What follows belongs to an exercise in optimizing a design on an open flow for small area and a short achievable clock period; a production flow would make more cautious choices. At most, simulation tests tie the RTL to the original design; equivalence was not proved.

==> module key_expansion, before the edit <==
module key_expansion
#(
    parameter int NR = key_expansion_pkg::NR_DEFAULT
) (
    input  logic            clk,
    input  logic            rst_n,
    input  logic            start_in,
    input  logic [31:0]     K0_in,
    input  logic [31:0]     K1_in,
    input  logic [31:0]     K2_in,
    input  logic [31:0]     K3_in,
    input  logic            ready_in,
    output logic [31:0]     D0_out,
    output logic [31:0]     D1_out,
    output logic [31:0]     D2_out,
    output logic [31:0]     D3_out,
    output logic            valid_out,
    output logic [3:0]      round_out,
    output logic            busy_out,
    output logic            done_out
);
    logic        valid_q, done_q;
    logic [31:0] w0_q, w1_q, w2_q, w3_q;
    logic [3:0]  round_q;
    logic [31:0] sub_word;
    logic [31:0] rc_word;
    logic [31:0] p0, p1, p2, p3;
    logic [31:0] sel_ld, sel_adv, sel_hold;
    logic [3:0]  round_d;
    logic        last;
    for (genvar i = 0; i < 4; i++) begin : g_sbox
        aes_sbox u_sbox (
            .data (w3_q[(8*i + 24) % 32 +: 8]),
            .sub  (sub_word[8*i +: 8])
        );
    end
    assign rc_word  = {key_expansion_pkg::rcon_next(round_q), 24'h000000};
    assign p0       = w0_q ^ rc_word;
    assign p1       = p0 ^ w1_q;
    assign p2       = p1 ^ w2_q;
    assign p3       = p2 ^ w3_q;
    assign sel_ld   = {32{~valid_q}};
    assign sel_adv  = {32{valid_q & ready_in}};
    assign sel_hold = {32{valid_q & ~ready_in}};
    assign last     = round_q[3] & round_q[1];    
    assign round_d  = ({4{valid_q & ready_in}} & (round_q + 4'd1))
                    | ({4{valid_q & ~ready_in}} & round_q);
    always_ff @(posedge clk or negedge rst_n) begin
        if (!rst_n) begin
            valid_q <= 1'b0;
            done_q  <= 1'b0;
        end else begin
            valid_q <= valid_q ? !(ready_in && last) : start_in;
            done_q  <= valid_q && ready_in && last;
        end
    end
    always_ff @(posedge clk) begin
        w0_q    <= (sel_ld & K0_in) | (sel_adv & (p0 ^ sub_word)) | (sel_hold & w0_q);
        w1_q    <= (sel_ld & K1_in) | (sel_adv & (p1 ^ sub_word)) | (sel_hold & w1_q);
        w2_q    <= (sel_ld & K2_in) | (sel_adv & (p2 ^ sub_word)) | (sel_hold & w2_q);
        w3_q    <= (sel_ld & K3_in) | (sel_adv & (p3 ^ sub_word)) | (sel_hold & w3_q);
        round_q <= round_d;
    end
    assign D0_out    = w0_q;
    assign D1_out    = w1_q;
    assign D2_out    = w2_q;
    assign D3_out    = w3_q;
    assign round_out = round_q;
    assign valid_out = valid_q;
    assign busy_out  = valid_q;
    assign done_out  = done_q;
endmodule
clock: 17.0 ns
lec_check: 0
cap_margin: 20
core_margin: 2
core_utilization: 40
slew_margin: 20
standard.sh (not shown) runs the stock make flow with config.mk's settings and CLKGATE_MAP_FILE= SYNTH_SCRIPT=/design/flow/synth_recipe.tcl, a recipe that flattens the netlist after the stock synthesis.
==> flow/flow/run.sh <==
#!/bin/bash
# Layout flow: the standard ORFS flow (standard.sh), with extra make variables from
# flow/make_args.txt (one VAR=value per line) and, if flow/abc.script exists, that ABC
# script in place of ORFS's abc_speed.script and abc_area.script (a copy of ORFS's scripts folder is used).
# Each ORFS step writes its own log under orfs/logs/; make's output goes to make.log.
set -euo pipefail
HERE=$(pwd)
ARGS=()
if [[ -f flow/abc.script ]]; then
  rm -rf "$HERE/scripts"
  cp -r "$FLOW_HOME/scripts" "$HERE/scripts"
  cp flow/abc.script "$HERE/scripts/abc_speed.script"
  cp flow/abc.script "$HERE/scripts/abc_area.script"
  ARGS+=("SCRIPTS_DIR=$HERE/scripts")
fi
if [[ -f flow/make_args.txt ]]; then
  while IFS= read -r line; do
    [[ -n "$line" && "$line" != \#* ]] && ARGS+=("$line")
  done < flow/make_args.txt
fi
echo "make args: ${ARGS[*]}" > make.log
bash standard.sh "${ARGS[@]}" finish >> make.log 2>&1
==> flow/flow/abc.script <==
strash
dch
map -D 3000
topo
stime -c
buffer -c
upsize -c
dnsize -c
==> flow/flow/make_args.txt <==
ABC_CLOCK_PERIOD_IN_PS=3000
CORE_UTILIZATION=50
SETUP_SLACK_MARGIN=12.5
BUFFER_PORTS_ARGS=-buffer_cell sky130_fd_sc_hd__buf_2
Edit:
--- a/flow/design.v
+++ b/flow/design.v
@@ -180,12 +180,13 @@
     output logic            done_out
 );
     logic        valid_q, done_q;
     logic [31:0] w0_q, w1_q, w2_q, w3_q;
     logic [3:0]  round_q;
     logic [31:0] sub_word;
+    logic [31:0] t_word;
     logic [31:0] rc_word;
     logic [31:0] p0, p1, p2, p3;
     logic [31:0] sel_ld, sel_adv, sel_hold;
     logic [3:0]  round_d;
     logic        last;
     for (genvar i = 0; i < 4; i++) begin : g_sbox
@@ -199,12 +200,13 @@
     assign p1       = p0 ^ w1_q;
     assign p2       = p1 ^ w2_q;
     assign p3       = p2 ^ w3_q;
     assign sel_ld   = {32{~valid_q}};
     assign sel_adv  = {32{valid_q & ready_in}};
     assign sel_hold = {32{valid_q & ~ready_in}};
+    assign t_word   = sel_adv & sub_word;       
     assign last     = round_q[3] & round_q[1];    
     assign round_d  = ({4{valid_q & ready_in}} & (round_q + 4'd1))
                     | ({4{valid_q & ~ready_in}} & round_q);
     always_ff @(posedge clk or negedge rst_n) begin
         if (!rst_n) begin
             valid_q <= 1'b0;
@@ -212,16 +214,16 @@
         end else begin
             valid_q <= valid_q ? !(ready_in && last) : start_in;
             done_q  <= valid_q && ready_in && last;
         end
     end
     always_ff @(posedge clk) begin
-        w0_q    <= (sel_ld & K0_in) | (sel_adv & (p0 ^ sub_word)) | (sel_hold & w0_q);
-        w1_q    <= (sel_ld & K1_in) | (sel_adv & (p1 ^ sub_word)) | (sel_hold & w1_q);
-        w2_q    <= (sel_ld & K2_in) | (sel_adv & (p2 ^ sub_word)) | (sel_hold & w2_q);
-        w3_q    <= (sel_ld & K3_in) | (sel_adv & (p3 ^ sub_word)) | (sel_hold & w3_q);
+        w0_q    <= ((sel_ld & K0_in) | (sel_adv & p0) | (sel_hold & w0_q)) ^ t_word;
+        w1_q    <= ((sel_ld & K1_in) | (sel_adv & p1) | (sel_hold & w1_q)) ^ t_word;
+        w2_q    <= ((sel_ld & K2_in) | (sel_adv & p2) | (sel_hold & w2_q)) ^ t_word;
+        w3_q    <= ((sel_ld & K3_in) | (sel_adv & p3) | (sel_hold & w3_q)) ^ t_word;
         round_q <= round_d;
     end
     assign D0_out    = w0_q;
     assign D1_out    = w1_q;
     assign D2_out    = w2_q;
     assign D3_out    = w3_q;
The changed run completed without violations.
Routed wire length rose slightly.
First-iteration DRC count is lower by about a fifth.
Final cell count decreases by a little under a tenth.
Via count drops by a little under a tenth.
Setup slack got worse by 0.0056 ns.
Final area went down by a little under a tenth.
Global-route usage increases by 2.0 points.
Clock skew goes down by 0.0050 ns.
Critical path depth is unchanged.
Register-to-register slack gets better by 0.13 ns.
Hold slack is better by 0.084 ns.
Utilization fell by 0.97 points.
The RTL of the second run of this note was laid out without a check of its function.

========
Setup of red:
The RTL this note starts from:
==> flow/design.v <==
package key_expansion_pkg;
    localparam int NR_DEFAULT = 10;
    function automatic logic [7:0] rcon_next(input logic [3:0] r);
        logic [7:0] val;
        val[0] = ~r[2] & ~r[1] & ~r[0];                      
        val[1] = r[3] | (~r[2] & ~r[1] & r[0]);              
        val[2] = (~r[2] & r[1] & ~r[0]) | (r[3] & r[0]);     
        val[3] = (~r[2] & r[1] & r[0]) | (r[3] & ~r[0]);     
        val[4] = r[3] | (r[2] & ~r[1] & ~r[0]);              
        val[5] = (r[2] & ~r[1] & r[0]) | (r[3] & r[0]);      
        val[6] = r[2] & r[1] & ~r[0];                        
        val[7] = r[2] & r[1] & r[0];                         
        rcon_next = val;
    endfunction
endpackage
module aes_sbox (
    input  logic [7:0] data,
    output logic [7:0] sub
);
    logic U0, U1, U2, U3, U4, U5, U6, U7;
    logic T1, T2, T3, T4, T5, T6, T7, T8, T9, T10, T11, T12;
    logic T13, T14, T15, T16, T17, T18, T19, T20, T21, T22, T23, T24;
    logic T25, T26, T27, M1, M2, M3, M4, M5, M6, M7, M8, M9;
    logic M10, M11, M12, M13, M14, M15, M16, M17, M18, M19, M20, M21;
    logic M22, M23, M24, M25, M26, M27, M28, M29, M30, M31, M32, M33;
    logic M34, M35, M36, M37, M38, M39, M40, M41, M42, M43, M44, M45;
    logic M46, M47, M48, M49, M50, M51, M52, M53, M54, M55, M56, M57;
    logic M58, M59, M60, M61, M62, M63, L0, L1, L2, L3, L4, L5;
    logic L6, L7, L8, L9, L10, L11, L12, L13, L14, L15, L16, L17;
    logic L18, L19, L20, L21, L22, L23, L24, L25, L26, L27, L28, L29;
    assign {U0, U1, U2, U3, U4, U5, U6, U7} = data;
    assign T1 = U0 ^ U3;
    assign T2 = U0 ^ U5;
    assign T3 = U0 ^ U6;
    assign T4 = U3 ^ U5;
    assign T5 = U4 ^ U6;
    assign T6 = T1 ^ T5;
    assign T7 = U1 ^ U2;
    assign T8 = U7 ^ T6;
    assign T9 = U7 ^ T7;
    assign T10 = T6 ^ T7;
    assign T11 = U1 ^ U5;
    assign T12 = U2 ^ U5;
    assign T13 = T3 ^ T4;
    assign T14 = T6 ^ T11;
    assign T15 = T5 ^ T11;
    assign T16 = T5 ^ T12;
    assign T17 = T9 ^ T16;
    assign T18 = U3 ^ U7;
    assign T19 = T7 ^ T18;
    assign T20 = T1 ^ T19;
    assign T21 = U6 ^ U7;
    assign T22 = T7 ^ T21;
    assign T23 = T2 ^ T22;
    assign T24 = T2 ^ T10;
    assign T25 = T20 ^ T17;
    assign T26 = T3 ^ T16;
    assign T27 = T1 ^ T12;
    assign M1 = T13 & T6;
    assign M2 = T23 & T8;
    assign M3 = T14 ^ M1;
    assign M4 = T19 & U7;
    assign M5 = M4 ^ M1;
    assign M6 = T3 & T16;
    assign M7 = T22 & T9;
    assign M8 = T26 ^ M6;
    assign M9 = T20 & T17;
    assign M10 = M9 ^ M6;
    assign M11 = T1 & T15;
    assign M12 = T4 & T27;
    assign M13 = M12 ^ M11;
    assign M14 = T2 & T10;
    assign M15 = M14 ^ M11;
    assign M16 = M3 ^ M2;
    assign M17 = M5 ^ T24;
    assign M18 = M8 ^ M7;
    assign M19 = M10 ^ M15;
    assign M20 = M16 ^ M13;
    assign M21 = M17 ^ M15;
    assign M22 = M18 ^ M13;
    assign M23 = M19 ^ T25;
    assign M24 = M22 ^ M23;
    assign M25 = M22 & M20;
    assign M26 = M21 ^ M25;
    assign M27 = M20 ^ M21;
    assign M28 = M23 ^ M25;
    assign M29 = M28 & M27;
    assign M30 = M26 & M24;
    assign M31 = M20 & M23;
    assign M32 = M27 & M31;
    assign M33 = M27 ^ M25;
    assign M34 = M21 & M22;
    assign M35 = M24 & M34;
    assign M36 = M24 ^ M25;
    assign M37 = M21 ^ M29;
    assign M38 = M32 ^ M33;
    assign M39 = M23 ^ M30;
    assign M40 = M35 ^ M36;
    assign M41 = M38 ^ M40;
    assign M42 = M37 ^ M39;
    assign M43 = M37 ^ M38;
    assign M44 = M39 ^ M40;
    assign M45 = M42 ^ M41;
    assign M46 = M44 & T6;
    assign M47 = M40 & T8;
    assign M48 = M39 & U7;
    assign M49 = M43 & T16;
    assign M50 = M38 & T9;
    assign M51 = M37 & T17;
    assign M52 = M42 & T15;
    assign M53 = M45 & T27;
    assign M54 = M41 & T10;
    assign M55 = M44 & T13;
    assign M56 = M40 & T23;
    assign M57 = M39 & T19;
    assign M58 = M43 & T3;
    assign M59 = M38 & T22;
    assign M60 = M37 & T20;
    assign M61 = M42 & T1;
    assign M62 = M45 & T4;
    assign M63 = M41 & T2;
    assign L0 = M61 ^ M62;
    assign L1 = M50 ^ M56;
    assign L2 = M46 ^ M48;
    assign L3 = M47 ^ M55;
    assign L4 = M54 ^ M58;
    assign L5 = M49 ^ M61;
    assign L6 = M62 ^ L5;
    assign L7 = M46 ^ L3;
    assign L8 = M51 ^ M59;
    assign L9 = M52 ^ M53;
    assign L10 = M53 ^ L4;
    assign L11 = M60 ^ L2;
    assign L12 = M48 ^ M51;
    assign L13 = M50 ^ L0;
    assign L14 = M52 ^ M61;
    assign L15 = M55 ^ L1;
    assign L16 = M56 ^ L0;
    assign L17 = M57 ^ L1;
    assign L18 = M58 ^ L8;
    assign L19 = M63 ^ L4;
    assign L20 = L0 ^ L1;
    assign L21 = L1 ^ L7;
    assign L22 = L3 ^ L12;
    assign L23 = L18 ^ L2;
    assign L24 = L15 ^ L9;
    assign L25 = L6 ^ L10;
    assign L26 = L7 ^ L9;
    assign L27 = L8 ^ L10;
    assign L28 = L11 ^ L14;
    assign L29 = L11 ^ L17;
    assign sub[7] = L6 ^ L24;
    assign sub[6] = ~(L16 ^ L26);
    assign sub[5] = ~(L19 ^ L28);
    assign sub[4] = L6 ^ L21;
    assign sub[3] = L20 ^ L22;
    assign sub[2] = L25 ^ L29;
    assign sub[1] = ~(L13 ^ L27);
    assign sub[0] = ~(L6 ^ L23);
endmodule
module key_expansion
#(
    parameter int NR = key_expansion_pkg::NR_DEFAULT
) (
    input  logic            clk,
    input  logic            rst_n,
    input  logic            start_in,
    input  logic [31:0]     K0_in,
    input  logic [31:0]     K1_in,
    input  logic [31:0]     K2_in,
    input  logic [31:0]     K3_in,
    input  logic            ready_in,
    output logic [31:0]     D0_out,
    output logic [31:0]     D1_out,
    output logic [31:0]     D2_out,
    output logic [31:0]     D3_out,
    output logic            valid_out,
    output logic [3:0]      round_out,
    output logic            busy_out,
    output logic            done_out
);
    logic        valid_q, done_q;
    logic [31:0] w0_q, w1_q, w2_q, w3_q;
    logic [3:0]  round_q;
    logic [31:0] sub_word;
    logic [31:0] t_word;
    logic [31:0] rc_word;
    logic [31:0] p0, p1, p2, p3;
    logic [31:0] sel_ld, sel_adv, sel_hold;
    logic [3:0]  round_d;
    logic        last;
    for (genvar i = 0; i < 4; i++) begin : g_sbox
        aes_sbox u_sbox (
            .data (w3_q[(8*i + 24) % 32 +: 8]),
            .sub  (sub_word[8*i +: 8])
        );
    end
    assign rc_word  = {key_expansion_pkg::rcon_next(round_q), 24'h000000};
    assign p0       = w0_q ^ rc_word;
    assign p1       = p0 ^ w1_q;
    assign p2       = p1 ^ w2_q;
    assign p3       = p2 ^ w3_q;
    assign sel_ld   = {32{~valid_q}};
    assign sel_adv  = {32{valid_q & ready_in}};
    assign sel_hold = {32{valid_q & ~ready_in}};
    assign t_word   = sel_adv & sub_word;       
    assign last     = round_q[3] & round_q[1];    
    assign round_d  = ({4{valid_q & ready_in}} & (round_q + 4'd1))
                    | ({4{valid_q & ~ready_in}} & round_q);
    always_ff @(posedge clk or negedge rst_n) begin
        if (!rst_n) begin
            valid_q <= 1'b0;
            done_q  <= 1'b0;
        end else begin
            valid_q <= valid_q ? !(ready_in && last) : start_in;
            done_q  <= valid_q && ready_in && last;
        end
    end
    always_ff @(posedge clk) begin
        w0_q    <= (valid_q ? (ready_in ? p0 : w0_q) : K0_in) ^ t_word;
        w1_q    <= (valid_q ? (ready_in ? p1 : w1_q) : K1_in) ^ t_word;
        w2_q    <= (valid_q ? (ready_in ? p2 : w2_q) : K2_in) ^ t_word;
        w3_q    <= (valid_q ? (ready_in ? p3 : w3_q) : K3_in) ^ t_word;
        round_q <= round_d;
    end
    assign D0_out    = w0_q;
    assign D1_out    = w1_q;
    assign D2_out    = w2_q;
    assign D3_out    = w3_q;
    assign round_out = round_q;
    assign valid_out = valid_q;
    assign busy_out  = valid_q;
    assign done_out  = done_q;
endmodule
Settings: LEC_CHECK=0, CAP_MARGIN=20, CORE_MARGIN=2, CORE_UTILIZATION=40, SLEW_MARGIN=20; clock period 17.0 ns.
==> flow/flow/make_args.txt <==
ABC_CLOCK_PERIOD_IN_PS=3000
CORE_UTILIZATION=50
SETUP_SLACK_MARGIN=12.35
BUFFER_PORTS_ARGS=-buffer_cell sky130_fd_sc_hd__buf_1
CTS_BUF_LIST=sky130_fd_sc_hd__clkbuf_8
Scripts as last shown in full above: flow/flow/run.sh, flow/flow/abc.script
Here is what was changed in the inputs of blue compared with red.
==> flow/design.v, changed modules only <==
module aes_sbox (
    input  logic [7:0] data,
    output logic [7:0] sub
);
    logic U0, U1, U2, U3, U4, U5, U6, U7;
    logic T1, T2, T3, T4, T5, T6, T7, T8, T9, T10, T11, T12;
    logic T13, T14, T15, T16, T17, T18, T19, T20, T21, T22, T23, X24;
    logic T24, X25a, X25b, T25, T26, T27, M1, M2, M3, M4, M5, M6;
    logic M7, M8, M9, M10, M11, M12, M13, M14, M15, M16, M17, M18;
    logic M19, M20, M21, M22, M23, M24, M25, M26, M27, M28, M29, M30;
    logic M31, M32, M33, M34, M35, M36, M37, M38, M39, M40, M41, M42;
    logic M43, M44, M45, M46, M47, M48, M49, M50, M51, M52, M53, M54;
    logic M55, M56, M57, M58, M59, M60, M61, M62, M63, L0, L1, L2;
    logic L3, L4, L5, L6, L7, L8, L9, L10, L11, L12, L13, L14;
    logic L15, L16, L17, L18, L19, L20, L21, L22, L23, L24, L25, L26;
    logic L27, L28, L29;
    assign {U0, U1, U2, U3, U4, U5, U6, U7} = data;
    assign T1 = U0 ^ U3;
    assign T2 = U0 ^ U5;
    assign T3 = U0 ^ U6;
    assign T4 = U3 ^ U5;
    assign T5 = U4 ^ U6;
    assign T6 = T1 ^ T5;
    assign T7 = U1 ^ U2;
    assign T8 = U7 ^ T6;
    assign T9 = U7 ^ T7;
    assign T10 = T6 ^ T7;
    assign T11 = U1 ^ U5;
    assign T12 = U2 ^ U5;
    assign T13 = T3 ^ T4;
    assign T14 = T6 ^ T11;
    assign T15 = T5 ^ T11;
    assign T16 = T5 ^ T12;
    assign T17 = T9 ^ T16;
    assign T18 = U3 ^ U7;
    assign T19 = T7 ^ T18;
    assign T20 = T1 ^ T19;
    assign T21 = U6 ^ U7;
    assign T22 = T7 ^ T21;
    assign T23 = T2 ^ T22;
    assign X24 = T2 ^ T7;
    assign T24 = X24 ^ T6;
    assign X25a = T1 ^ T9;
    assign X25b = T19 ^ T16;
    assign T25 = X25a ^ X25b;
    assign T26 = T3 ^ T16;
    assign T27 = T1 ^ T12;
    assign M1 = T13 & T6;
    assign M2 = T23 & T8;
    assign M3 = T14 ^ M1;
    assign M4 = T19 & U7;
    assign M5 = M4 ^ M1;
    assign M6 = T3 & T16;
    assign M7 = T22 & T9;
    assign M8 = T26 ^ M6;
    assign M9 = T20 & T17;
    assign M10 = M9 ^ M6;
    assign M11 = T1 & T15;
    assign M12 = T4 & T27;
    assign M13 = M12 ^ M11;
    assign M14 = T2 & T10;
    assign M15 = M14 ^ M11;
    assign M16 = M3 ^ M2;
    assign M17 = M5 ^ T24;
    assign M18 = M8 ^ M7;
    assign M19 = M10 ^ M15;
    assign M20 = M16 ^ M13;
    assign M21 = M17 ^ M15;
    assign M22 = M18 ^ M13;
    assign M23 = M19 ^ T25;
    assign M24 = M22 ^ M23;
    assign M25 = M22 & M20;
    assign M26 = M21 ^ M25;
    assign M27 = M20 ^ M21;
    assign M28 = M23 ^ M25;
    assign M29 = M28 & M27;
    assign M30 = M26 & M24;
    assign M31 = M20 & M23;
    assign M32 = M27 & M31;
    assign M33 = M27 ^ M25;
    assign M34 = M21 & M22;
    assign M35 = M24 & M34;
    assign M36 = M24 ^ M25;
    assign M37 = M21 ^ M29;
    assign M38 = M32 ^ M33;
    assign M39 = M23 ^ M30;
    assign M40 = M35 ^ M36;
    assign M41 = M38 ^ M40;
    assign M42 = M37 ^ M39;
    assign M43 = M37 ^ M38;
    assign M44 = M39 ^ M40;
    assign M45 = M42 ^ M41;
    assign M46 = M44 & T6;
    assign M47 = M40 & T8;
    assign M48 = M39 & U7;
    assign M49 = M43 & T16;
    assign M50 = M38 & T9;
    assign M51 = M37 & T17;
    assign M52 = M42 & T15;
    assign M53 = M45 & T27;
    assign M54 = M41 & T10;
    assign M55 = M44 & T13;
    assign M56 = M40 & T23;
    assign M57 = M39 & T19;
    assign M58 = M43 & T3;
    assign M59 = M38 & T22;
    assign M60 = M37 & T20;
    assign M61 = M42 & T1;
    assign M62 = M45 & T4;
    assign M63 = M41 & T2;
    assign L0 = M61 ^ M62;
    assign L1 = M50 ^ M56;
    assign L2 = M46 ^ M48;
    assign L3 = M47 ^ M55;
    assign L4 = M54 ^ M58;
    assign L5 = M49 ^ M61;
    assign L6 = M62 ^ L5;
    assign L7 = M46 ^ L3;
    assign L8 = M51 ^ M59;
    assign L9 = M52 ^ M53;
    assign L10 = M53 ^ L4;
    assign L11 = M60 ^ L2;
    assign L12 = M48 ^ M51;
    assign L13 = M50 ^ L0;
    assign L14 = M52 ^ M61;
    assign L15 = M55 ^ L1;
    assign L16 = M56 ^ L0;
    assign L17 = M57 ^ L1;
    assign L18 = M58 ^ L8;
    assign L19 = M63 ^ L4;
    assign L20 = L0 ^ L1;
    assign L21 = L1 ^ L7;
    assign L22 = L3 ^ L12;
    assign L23 = L18 ^ L2;
    assign L24 = L15 ^ L9;
    assign L25 = L6 ^ L10;
    assign L26 = L7 ^ L9;
    assign L27 = L8 ^ L10;
    assign L28 = L11 ^ L14;
    assign L29 = L11 ^ L17;
    assign sub[7] = L6 ^ L24;
    assign sub[6] = ~(L16 ^ L26);
    assign sub[5] = ~(L19 ^ L28);
    assign sub[4] = L6 ^ L21;
    assign sub[3] = L20 ^ L22;
    assign sub[2] = L25 ^ L29;
    assign sub[1] = ~(L13 ^ L27);
    assign sub[0] = ~(L6 ^ L23);
endmodule
## What came out
A slowest library cell on the worst path of sky130_fd_sc_hd__dfxtp_1 is what blue shows, while sky130_fd_sc_hd__dfxtp_2 belongs to red.
blue vs. red: post-detailed-placement cell area increased by 4.0% relative to the old numbers, number of cells on the worst reg-to-reg path dropped 9.1%, largest net degree at the start of global routing moved down.
Going from red to blue, number of inverters outside the clock class in the layout rose 6.3%, share of the cycle needed by the critical path after routing went up by 0.35 points.
In the reports for red and blue, the smaller buffer count from post-CTS setup fixing belongs to red.
Diff blue..red | met3 capacity usage during global routing | negligible
Delta (blue minus red): post-route worst hold slack rose by 0.0066 ns, cell area after technology mapping climbed about 4%.
The lower worst-case setup slack after placement of red and blue is in blue.
blue does worse than red on slack of the critical path.
The RTL of blue was laid out without a check of its function.

## static timing again, ports no longer ideal
No port has a modelled driver above. Below, the same layouts with a new extraction and two added sets of constraints.
Step 1 (the two cells are an assumption about what drives the block):
set clk [get_ports {clk}]
set_driving_cell -lib_cell sky130_fd_sc_hd__clkbuf_16 $clk
set_driving_cell -lib_cell sky130_fd_sc_hd__buf_2 [delete_from_list [all_inputs] $clk]
Step 2 times the ports against the registers' clock, not the clock port: input delays grow and output delays shrink by t, the midpoint of the rising clock arrivals with the driver on.
a / b / c = ideal ports / drivers / drivers and shift; a / b = the first two.
run | t (ns) | setup slack, ns | worst register clock-pin slew, ns | worst slew at a driven data input, ns | cell pins on the clock port's net
the first run of note 1 | 0.477 | 12.523 / 12.474 / 12.162 | 0.07 / 0.07 | 0.07 | 1
the second run of note 1 | 0.475 | 12.518 / 12.468 / 12.099 | 0.07 / 0.07 | 0.07 | 1
red | 0.488 | 12.433 / 12.391 / 11.973 | 0.09 / 0.09 | 0.09 | 1
blue | 0.514 | 12.373 / 12.328 / 11.916 | 0.10 / 0.10 | 0.08 | 1
After both steps setup and hold are still met in every run listed. For red, which loses most, drivers alone change the setup slack by -0.042 ns; drivers and shift together by -0.460 ns.
